Source: an optimization exercise on an open RTL-to-GDS flow (aim: small area). Production flows keep margins and buffers that such runs may drop. Only simulation tests tie the RTL to the original design; equivalence was not proved. Power is estimated from default activity; no workload was simulated.

Design vdc_top, start of the top module:
module vdc_top (
	input  logic          clk,
	input  logic          reset,
	input  logic          cs,            
	input  logic          we,            
	input  logic [7:0]    db_in,
	input  logic [6:0]    direct_reg,    
	input  logic [3:0]    rgbi,          
	output logic [7:0]    db_out,
	output logic          hsync,
	output logic          vsync,
	output logic          irq,
	output vdc_pkg::rgb_t rgb
);
Size: ~1300 cells after synthesis, about 58 I/O pins.
==> flow/config.mk <==
export PLATFORM = sky130hd
export DESIGN_NAME = vdc_top
export DESIGN_NICKNAME = vdc_top
export VERILOG_FILES = /design/flow/design.v
export SDC_FILE = /design/flow/constraint.sdc
export NUM_CORES = 4
export LEC_CHECK = 0
export CAP_MARGIN = 0
export CORE_MARGIN = 2
export CORE_UTILIZATION = 40
export CTS_BUF_LIST = sky130_fd_sc_hd__clkbuf_8
export CTS_CLUSTER_DIAMETER = 50
export CTS_CLUSTER_SIZE = 16
export SLEW_MARGIN = 0
==> flow/constraint.sdc <==
create_clock -name core_clock -period 8.0 [get_ports {clk}]
set_input_delay 1.6000 -clock core_clock [delete_from_list [all_inputs] [get_ports {clk}]]
set_output_delay 1.6000 -clock core_clock [all_outputs]
set_load 0.01 [all_outputs]
standard.sh (not shown) runs the stock make flow with config.mk's settings and CLKGATE_MAP_FILE= SYNTH_SCRIPT=/design/flow/synth_recipe.tcl, a recipe that flattens the netlist after the stock synthesis.
==> flow/flow/run.sh <==
#!/bin/bash
# The standard layout (standard.sh, all steps) with three changes:
#  - synthesis maps the logic with an area-oriented ABC script (abc.script beside this
#    file), run from a copy of ORFS's scripts folder that differs only in that script;
#    flip-flops are mapped before ABC runs, so the registers are those of the standard
#    synthesis
#  - ports are buffered with the smallest buffer
#  - clock tree synthesis inserts no dummy loads
set -euo pipefail
work=$(pwd)
rm -rf "$work/scripts"
cp -r "$FLOW_HOME/scripts" "$work/scripts"
cp "$work/flow/abc.script" "$work/scripts/abc_speed.script"
export BUFFER_PORTS_ARGS="-buffer_cell sky130_fd_sc_hd__buf_1"
export CTS_ARGS="-sink_clustering_enable -repair_clock_nets -sink_clustering_size 16 -sink_clustering_max_diameter 100 -buf_list sky130_fd_sc_hd__clkbuf_8 -dont_use_dummy_load"
bash standard.sh "SCRIPTS_DIR=$work/scripts" finish > "$work/standard.log" 2>&1
==> flow/flow/abc.script <==
&get -n
&st
&dch -f
&nf -R 1000 -p -F 10 -A 10 -C 32
&put
Then changed:
--- a/flow/flow/run.sh
+++ b/flow/flow/run.sh
@@ -5,3 +5,4 @@
 #    flip-flops are mapped before ABC runs, so the registers are those of the standard
-#    synthesis
+#    synthesis; the adder step is skipped, so ABC also maps the few adders and
+#    comparators as plain logic
 #  - ports are buffered with the smallest buffer
@@ -14,3 +15,3 @@
 export BUFFER_PORTS_ARGS="-buffer_cell sky130_fd_sc_hd__buf_1"
-export CTS_ARGS="-sink_clustering_enable -repair_clock_nets -sink_clustering_size 16 -sink_clustering_max_diameter 100 -buf_list sky130_fd_sc_hd__clkbuf_8 -dont_use_dummy_load"
-bash standard.sh "SCRIPTS_DIR=$work/scripts" finish > "$work/standard.log" 2>&1
+export CTS_ARGS="-sink_clustering_enable -repair_clock_nets -sink_clustering_size 16 -sink_clustering_max_diameter 70 -buf_list sky130_fd_sc_hd__clkbuf_8 -dont_use_dummy_load"
+bash standard.sh "SCRIPTS_DIR=$work/scripts" "ADDER_MAP_FILE=" finish > "$work/standard.log" 2>&1
Settings changed: CAP_MARGIN 0 to 10, CORE_UTILIZATION 40 to 50, CTS_BUF_LIST sky130_fd_sc_hd__clkbuf_8 to unset, CTS_CLUSTER_DIAMETER 50 to unset, CTS_CLUSTER_SIZE 16 to unset, PLACE_DENSITY set to 0.75, SLEW_MARGIN 0 to 10.
Clock skew fell by 17 ps.
Cell area shrinks slightly.
Synthesized area shrinks slightly.
Global-route usage rose by 4.9 points.
Non-clock buffer count fell by 5.
Worst setup slack got worse by 390 ps.
Count of clock-buffer cells in the layout rose by 2.
Then changed:
--- a/flow/flow/run.sh
+++ b/flow/flow/run.sh
@@ -5,4 +5,3 @@
 #    flip-flops are mapped before ABC runs, so the registers are those of the standard
-#    synthesis; the adder step is skipped, so ABC also maps the few adders and
-#    comparators as plain logic
+#    synthesis
 #  - ports are buffered with the smallest buffer
@@ -16,2 +15,2 @@
 export CTS_ARGS="-sink_clustering_enable -repair_clock_nets -sink_clustering_size 16 -sink_clustering_max_diameter 70 -buf_list sky130_fd_sc_hd__clkbuf_8 -dont_use_dummy_load"
-bash standard.sh "SCRIPTS_DIR=$work/scripts" "ADDER_MAP_FILE=" finish > "$work/standard.log" 2>&1
+bash standard.sh "SCRIPTS_DIR=$work/scripts" finish > "$work/standard.log" 2>&1
==> flow/flow/abc.script (replaced) <==
&get -n
&st
&deepsyn -T 60
&dch -f
&nf -R 1000 -p -F 10 -A 10 -C 32
&put
Settings changed: CAP_MARGIN 10 to 0, CORE_UTILIZATION 50 to 40, CTS_BUF_LIST set to sky130_fd_sc_hd__clkbuf_8, CTS_CLUSTER_DIAMETER set to 50, CTS_CLUSTER_SIZE set to 16, PLACE_DENSITY 0.75 to unset, SLEW_MARGIN 10 to 0.
The changed run produced a clean layout.
Utilization came out lower by 11 points.
Sequential share of layout area came out lower by 1.2 points.
Total power came out higher by 1.2%.
Via count came out higher by 1.7%.
Routed wire length came out higher by 14%.
Cell count came out higher by 8.9%.
Flip-flop and latch count is unchanged.
Then changed:
==> flow/flow/run.sh (replaced) <==
#!/bin/bash
# Standard layout, with two changes: ports are buffered with the smallest
# buffer, and clock tree synthesis inserts no dummy loads.
set -euo pipefail
export BUFFER_PORTS_ARGS="-buffer_cell sky130_fd_sc_hd__buf_1"
export CTS_ARGS="-sink_clustering_enable -repair_clock_nets -sink_clustering_size 30 -sink_clustering_max_diameter 60 -buf_list sky130_fd_sc_hd__clkbuf_16 -dont_use_dummy_load"
bash standard.sh > standard.log 2>&1
removed: flow/flow/abc.script
Final area is higher by a few percent.
Combinational power is higher by about a fifth.
Via count is higher by a few percent.
Power is higher by roughly a tenth.
Wire length is higher by a few percent.
Critical path depth is lower by 3.
Then changed:
==> flow/flow/run.sh (replaced) <==
#!/bin/bash
# The standard layout (standard.sh, all steps) with three changes:
#  - synthesis maps the logic with an area-oriented ABC script (abc.script beside this
#    file), run from a copy of ORFS's scripts folder that differs only in that script;
#    flip-flops are mapped before ABC runs, so the registers are those of the standard
#    synthesis
#  - ports are buffered with the smallest buffer
#  - clock tree synthesis inserts no dummy loads
set -euo pipefail
work=$(pwd)
rm -rf "$work/scripts"
cp -r "$FLOW_HOME/scripts" "$work/scripts"
cp "$work/flow/abc.script" "$work/scripts/abc_speed.script"
export BUFFER_PORTS_ARGS="-buffer_cell sky130_fd_sc_hd__buf_1"
export CTS_ARGS="-sink_clustering_enable -repair_clock_nets -sink_clustering_size 16 -sink_clustering_max_diameter 70 -buf_list sky130_fd_sc_hd__clkbuf_8 -dont_use_dummy_load"
bash standard.sh "SCRIPTS_DIR=$work/scripts" finish > "$work/standard.log" 2>&1
==> flow/flow/abc.script (new file) <==
&get -n
&st
&dch -f
&nf -R 1000 -p -F 10 -A 10 -C 32
&put
Settings changed: CTS_BUF_LIST sky130_fd_sc_hd__clkbuf_8 to unset, CTS_CLUSTER_DIAMETER 50 to unset, CTS_CLUSTER_SIZE 16 to unset, PLACE_DENSITY set to 0.75.
Effect: The new run produced a clean layout; final area came out lower by 5.1%; wire length shrinks by 14%; via count fell by 7.4%; die area is lower by 5.1%; register-to-register slack loses 1900 ps; power came out lower by 9.6%; synthesized cell count falls by 14%; sequential share of layout area rose by 3.5 points; worst setup slack degrades by 1300 ps.

## static timing again, ports no longer ideal
The flow's constraints put no driver on any port. The routed layouts listed below were extracted and timed again, unchanged, in two steps.
Step 1 sets driving cells, clkbuf_16 on the clock port and buf_2 on the other inputs (assumed; they add their load-dependent delay and slew).
Step 2 moves the port delays by t, midway between the first and last clock arrival at a register: inputs arrive t later, outputs are due t later. That takes back most of the time a late clock gives input paths.
a / b / c = ideal / step 1 / step 2; a / b = the first two.
run | t, ns | setup WS [ns] | worst hold slack (ns) | worst slew at a driven data input, ns
the first run | 0.657 | 2.192 / 2.153 / 1.496 | 0.462 / 0.462 / 0.462 | 0.08
the second run | 0.664 | 1.807 / 1.789 / 1.125 | 0.464 / 0.464 / 0.464 | 0.08
the third run | 0.683 | 2.699 / 2.721 / 2.038 | 0.452 / 0.452 / 0.452 | 0.08
the fourth run | 0.615 | 3.559 / 3.595 / 2.980 | 0.447 / 0.447 / 0.447 | 0.11
the fifth run | 0.613 | 2.273 / 2.233 / 1.619 | 0.501 / 0.501 / 0.501 | 0.10
After both steps every run listed still meets setup and hold. For the first run, which loses most, drivers alone change the setup slack by -0.039 ns; drivers and shift together by -0.696 ns.
